Source: an optimization exercise on an open RTL-to-GDS flow (aim: small area). Production flows keep margins and buffers that such runs may drop.
Only simulation tests tie the RTL to the original design; equivalence was not proved.
Power figures rest on the tool's default switching activity, not on a simulated workload.

## JK
// cpuTop
module cpuTop (
    input  logic          Clk,
    input  logic          reset,
    output logic          Cyc,
    output logic          Stb,
    output logic          We,
    output cpuPkg::word_t Adr,
    output cpuPkg::word_t DatO,
    input  cpuPkg::word_t DatI,
    input  logic          Ack,
    output logic          Halted
);
==> flow/config.mk <==
export PLATFORM = sky130hd
export DESIGN_NAME = cpuTop
export DESIGN_NICKNAME = cpuTop
export VERILOG_FILES = /design/flow/design.v
export SDC_FILE = /design/flow/constraint.sdc
export NUM_CORES = 4
export LEC_CHECK = 0
export ABC_AREA = 1
export CAP_MARGIN = 20
export CORE_MARGIN = 2
export CORE_UTILIZATION = 40
export SLEW_MARGIN = 20
==> flow/constraint.sdc <==
create_clock -name core_clock -period 10.0 [get_ports {Clk}]
set_input_delay 2.0000 -clock core_clock [delete_from_list [all_inputs] [get_ports {Clk}]]
set_output_delay 2.0000 -clock core_clock [all_outputs]
set_load 0.01 [all_outputs]
standard.sh (not shown) runs the stock make flow with config.mk's settings and CLKGATE_MAP_FILE= SYNTH_SCRIPT=/design/flow/synth_recipe.tcl, a recipe that flattens the netlist after the stock synthesis.
==> flow/flow/run.sh <==
#!/bin/bash
# Standard ORFS layout (the standard.sh) with two changes:
#  - the port buffers that global placement inserts use the smallest buffer cell
#  - clock tree synthesis without dummy loads, with the buffer list below
set -euo pipefail
here=$(pwd)
export BUFFER_PORTS_ARGS="-buffer_cell sky130_fd_sc_hd__buf_1"
export CTS_ARGS="-sink_clustering_enable -repair_clock_nets -dont_use_dummy_load -buf_list sky130_fd_sc_hd__clkbuf_8 -sink_clustering_size 16 -sink_clustering_max_diameter 60 -sink_buffer_max_cap_derate 1.0"
bash standard.sh > "$here/standard_flow.log" 2>&1
Here is what was changed in the inputs of MS compared with JK.
Settings: swapping 40 for 65 in CORE_UTILIZATION; clearing ABC_AREA, which used to be 1.
--- a/flow/flow/run.sh
+++ b/flow/flow/run.sh
@@ -7,3 +7,3 @@
 export BUFFER_PORTS_ARGS="-buffer_cell sky130_fd_sc_hd__buf_1"
-export CTS_ARGS="-sink_clustering_enable -repair_clock_nets -dont_use_dummy_load -buf_list sky130_fd_sc_hd__clkbuf_8 -sink_clustering_size 16 -sink_clustering_max_diameter 60 -sink_buffer_max_cap_derate 1.0"
+export CTS_ARGS="-sink_clustering_enable -repair_clock_nets -dont_use_dummy_load -buf_list sky130_fd_sc_hd__clkbuf_8 -sink_clustering_size 20 -sink_clustering_max_diameter 80 -sink_buffer_max_cap_derate 1.0"
 bash standard.sh > "$here/standard_flow.log" 2>&1
==> comparison <==
- In the flow results for JK and MS, the final critical-path share of the clock period is smaller on JK.
- Compared MS vs JK, and initial core utilization is up in MS.
- Total track usage on MS is up relative to JK.
- From JK to MS the numbers moved as follows: net switching power decreased 21%, net count reported at finish went down by 151, maximum operating frequency lost 18%, relative area change from synthesis to final layout went down.
- Going from JK to MS, overall power after layout shrank by more than 10%.
- Area after synthesis: MS worse than JK
- Compared with JK, number of placed cells counting well taps in MS decreased by more than 10%.
> inputs changed (MS -> AL)
Settings: an added CTS_BUF_LIST of sky130_fd_sc_hd__clkbuf_2; an added CTS_CLUSTER_SIZE of 20; a change of CORE_UTILIZATION from 65 to 40.
==> flow/run.sh (new file) <==
#!/bin/bash
# synth_recipe.tcl (not shown) runs the flow's synth.tcl, then flattens the netlist and writes it again
# the make line also repeats each setting of config.mk as NAME=value (left out here)
make -C /OpenROAD-flow-scripts/flow DESIGN_CONFIG=/design/flow/config.mk WORK_HOME=/design/flow/orfs CLKGATE_MAP_FILE= SYNTH_SCRIPT=/design/flow/synth_recipe.tcl finish
removed: flow/flow/run.sh
removed: flow/standard.sh
==> comparison <==
- Against MS, AL comes in 183 higher on number of tap instances.
- AL vs. MS: core utilization decreased 23 points; synthesized cell count essentially unchanged; clock-cell share of area increased 4.0 points; total stage count of the critical path decreased 14.
- Compared with MS, AL shows a higher final critical-path share of the clock period.
Modified inputs, TR compared to AL
Settings: CTS_CLUSTER_SIZE: 20 -> unset; CTS_BUF_LIST: sky130_fd_sc_hd__clkbuf_2 -> unset.
==> flow/flow/run.sh (new file) <==
#!/bin/bash
# Standard ORFS layout (the standard.sh) with two changes:
#  - the port buffers that global placement inserts use the smallest buffer cell
#  - clock tree synthesis without dummy loads, with the buffer list below
set -euo pipefail
here=$(pwd)
export BUFFER_PORTS_ARGS="-buffer_cell sky130_fd_sc_hd__buf_1"
export CTS_ARGS="-sink_clustering_enable -repair_clock_nets -dont_use_dummy_load -buf_list sky130_fd_sc_hd__clkbuf_8 -sink_clustering_size 16 -sink_clustering_max_diameter 60 -sink_buffer_max_cap_derate 1.0"
bash standard.sh > "$here/standard_flow.log" 2>&1
==> flow/standard.sh (new file) <==
#!/bin/bash
# synth_recipe.tcl (not shown) runs the flow's synth.tcl, then flattens the netlist and writes it again
# the make line also repeats each setting of config.mk as NAME=value (left out here)
make -C /OpenROAD-flow-scripts/flow DESIGN_CONFIG=/design/flow/config.mk WORK_HOME=/design/flow/orfs CLKGATE_MAP_FILE= SYNTH_SCRIPT=/design/flow/synth_recipe.tcl "${@:-finish}"
removed: flow/run.sh
Findings:
Diff AL -> TR: design area has decreased, number of clock-tree buffers in the layout shows a reduction of 145, global-route wire length before repair now sits lower.
What PW does differently from TR at the input level:
==> flow/run.sh (new file) <==
#!/bin/bash
# synth_recipe.tcl (not shown) runs the flow's synth.tcl, then flattens the netlist and writes it again
# the make line also repeats each setting of config.mk as NAME=value (left out here)
make -C /OpenROAD-flow-scripts/flow DESIGN_CONFIG=/design/flow/config.mk WORK_HOME=/design/flow/orfs CLKGATE_MAP_FILE= SYNTH_SCRIPT=/design/flow/synth_recipe.tcl finish
removed: flow/flow/run.sh
removed: flow/standard.sh
--- outcome ---
Compared with TR, in PW number of non-clock buffers roughly the same; actual slew at the worst max-slew pin went up 0.031 ns; total power picked up an extra 1.1 mW.

* * *

cpuTop again, from the RTL that the note above started with.
// cpuTop
module cpuTop (
    input  logic          Clk,
    input  logic          reset,
    output logic          Cyc,
    output logic          Stb,
    output logic          We,
    output cpuPkg::word_t Adr,
    output cpuPkg::word_t DatO,
    input  cpuPkg::word_t DatI,
    input  logic          Ack,
    output logic          Halted
);
clock: 10.0 ns
lec_check: 0
cap_margin: 20
core_margin: 2
core_utilization: 40
slew_margin: 20
==> flow/flow/run.sh <==
#!/bin/bash
# Standard ORFS layout (the standard.sh) with two changes:
#  - the port buffers that global placement inserts use the smallest buffer cell
#  - clock tree synthesis without dummy loads, with the buffer list below
set -euo pipefail
here=$(pwd)
export BUFFER_PORTS_ARGS="-buffer_cell sky130_fd_sc_hd__buf_1"
export CTS_ARGS="-sink_clustering_enable -repair_clock_nets -dont_use_dummy_load -buf_list sky130_fd_sc_hd__clkbuf_8 -sink_clustering_size 20 -sink_clustering_max_diameter 80 -sink_buffer_max_cap_derate 1.0"
bash standard.sh > "$here/standard_flow.log" 2>&1
The first run completed without violations.
Edit:
--- a/flow/flow/run.sh
+++ b/flow/flow/run.sh
@@ -8 +8 @@
-export CTS_ARGS="-sink_clustering_enable -repair_clock_nets -dont_use_dummy_load -buf_list sky130_fd_sc_hd__clkbuf_8 -sink_clustering_size 20 -sink_clustering_max_diameter 80 -sink_buffer_max_cap_derate 1.0"
+export CTS_ARGS="-sink_clustering_enable -repair_clock_nets -dont_use_dummy_load "
The new run finished clean.
Critical path depth is unchanged.
Core utilization increases by 2.1 points.
Setup slack improves by 52 ps.
Clock-buffer cell count is higher by 15.
Clock skew rose by 25 ps.
Final area grows by 4.8%.
Area after synthesis stays the same.
Routed wire length rose by 3.0%.
Edit:
==> flow/run.sh (new file) <==
#!/bin/bash
# synth_recipe.tcl (not shown) runs the flow's synth.tcl, then flattens the netlist and writes it again
# the make line also repeats each setting of config.mk as NAME=value (left out here)
make -C /OpenROAD-flow-scripts/flow DESIGN_CONFIG=/design/flow/config.mk WORK_HOME=/design/flow/orfs CLKGATE_MAP_FILE= SYNTH_SCRIPT=/design/flow/synth_recipe.tcl finish
--- a/flow/config.mk
+++ b/flow/config.mk
@@ -10,0 +11,2 @@
+export CTS_BUF_LIST = sky130_fd_sc_hd__clkbuf_4
+export CTS_CLUSTER_SIZE = 30
removed: flow/flow/run.sh
removed: flow/standard.sh
Outcome: The changed run completed with no timing, DRC or antenna violations. Synthesized area is unchanged. Critical path depth is unchanged. Cell area increases by 6.4%. Count of clock-buffer cells in the layout came out higher by 151. Flip-flop and latch count stays the same.

## what the ideal ports hide
The flow's constraints put no driver on any port. The routed layouts listed below were extracted and timed again, unchanged, in two steps.
Step 1 (the two cells are an assumption about what drives the block):
set clk [get_ports {Clk}]
set_driving_cell -lib_cell sky130_fd_sc_hd__clkbuf_16 $clk
set_driving_cell -lib_cell sky130_fd_sc_hd__buf_2 [delete_from_list [all_inputs] $clk]
Step 2 also shifts input and output timing later by t, the mid clock arrival at the registers, as if the neighbouring blocks saw the same clock.
Slacks: ideal ports / drivers / drivers and shift; pairs: ideal ports / drivers.
run	t (ns)	setup slack, ns	worst hold slack (ns)	slew at the worst register clock pin (ns)	worst slew at a driven data input, ns
JK	0.619	5.934 / 5.889 / 6.094	0.294 / 0.294 / 0.294	0.10 / 0.10	0.05
MS	0.568	5.012 / 5.012 / 5.012	0.301 / 0.301 / 0.301	0.12 / 0.12	0.04
AL	0.962	4.912 / 4.868 / 4.968	0.277 / 0.277 / 0.277	0.12 / 0.12	0.05
TR	0.599	5.081 / 5.081 / 5.081	0.292 / 0.292 / 0.292	0.10 / 0.10	0.05
PW	0.605	4.911 / 4.911 / 4.911	0.319 / 0.319 / 0.319	0.07 / 0.07	0.05
the first run of note 2	0.589	5.035 / 5.035 / 5.035	0.313 / 0.313 / 0.313	0.12 / 0.12	0.05
the second run of note 2	0.574	5.087 / 5.087 / 5.087	0.296 / 0.296 / 0.296	0.06 / 0.06	0.05
the third run of note 2	0.789	4.977 / 4.977 / 4.977	0.291 / 0.291 / 0.291	0.07 / 0.07	0.05
After both steps every run listed still meets setup and hold.
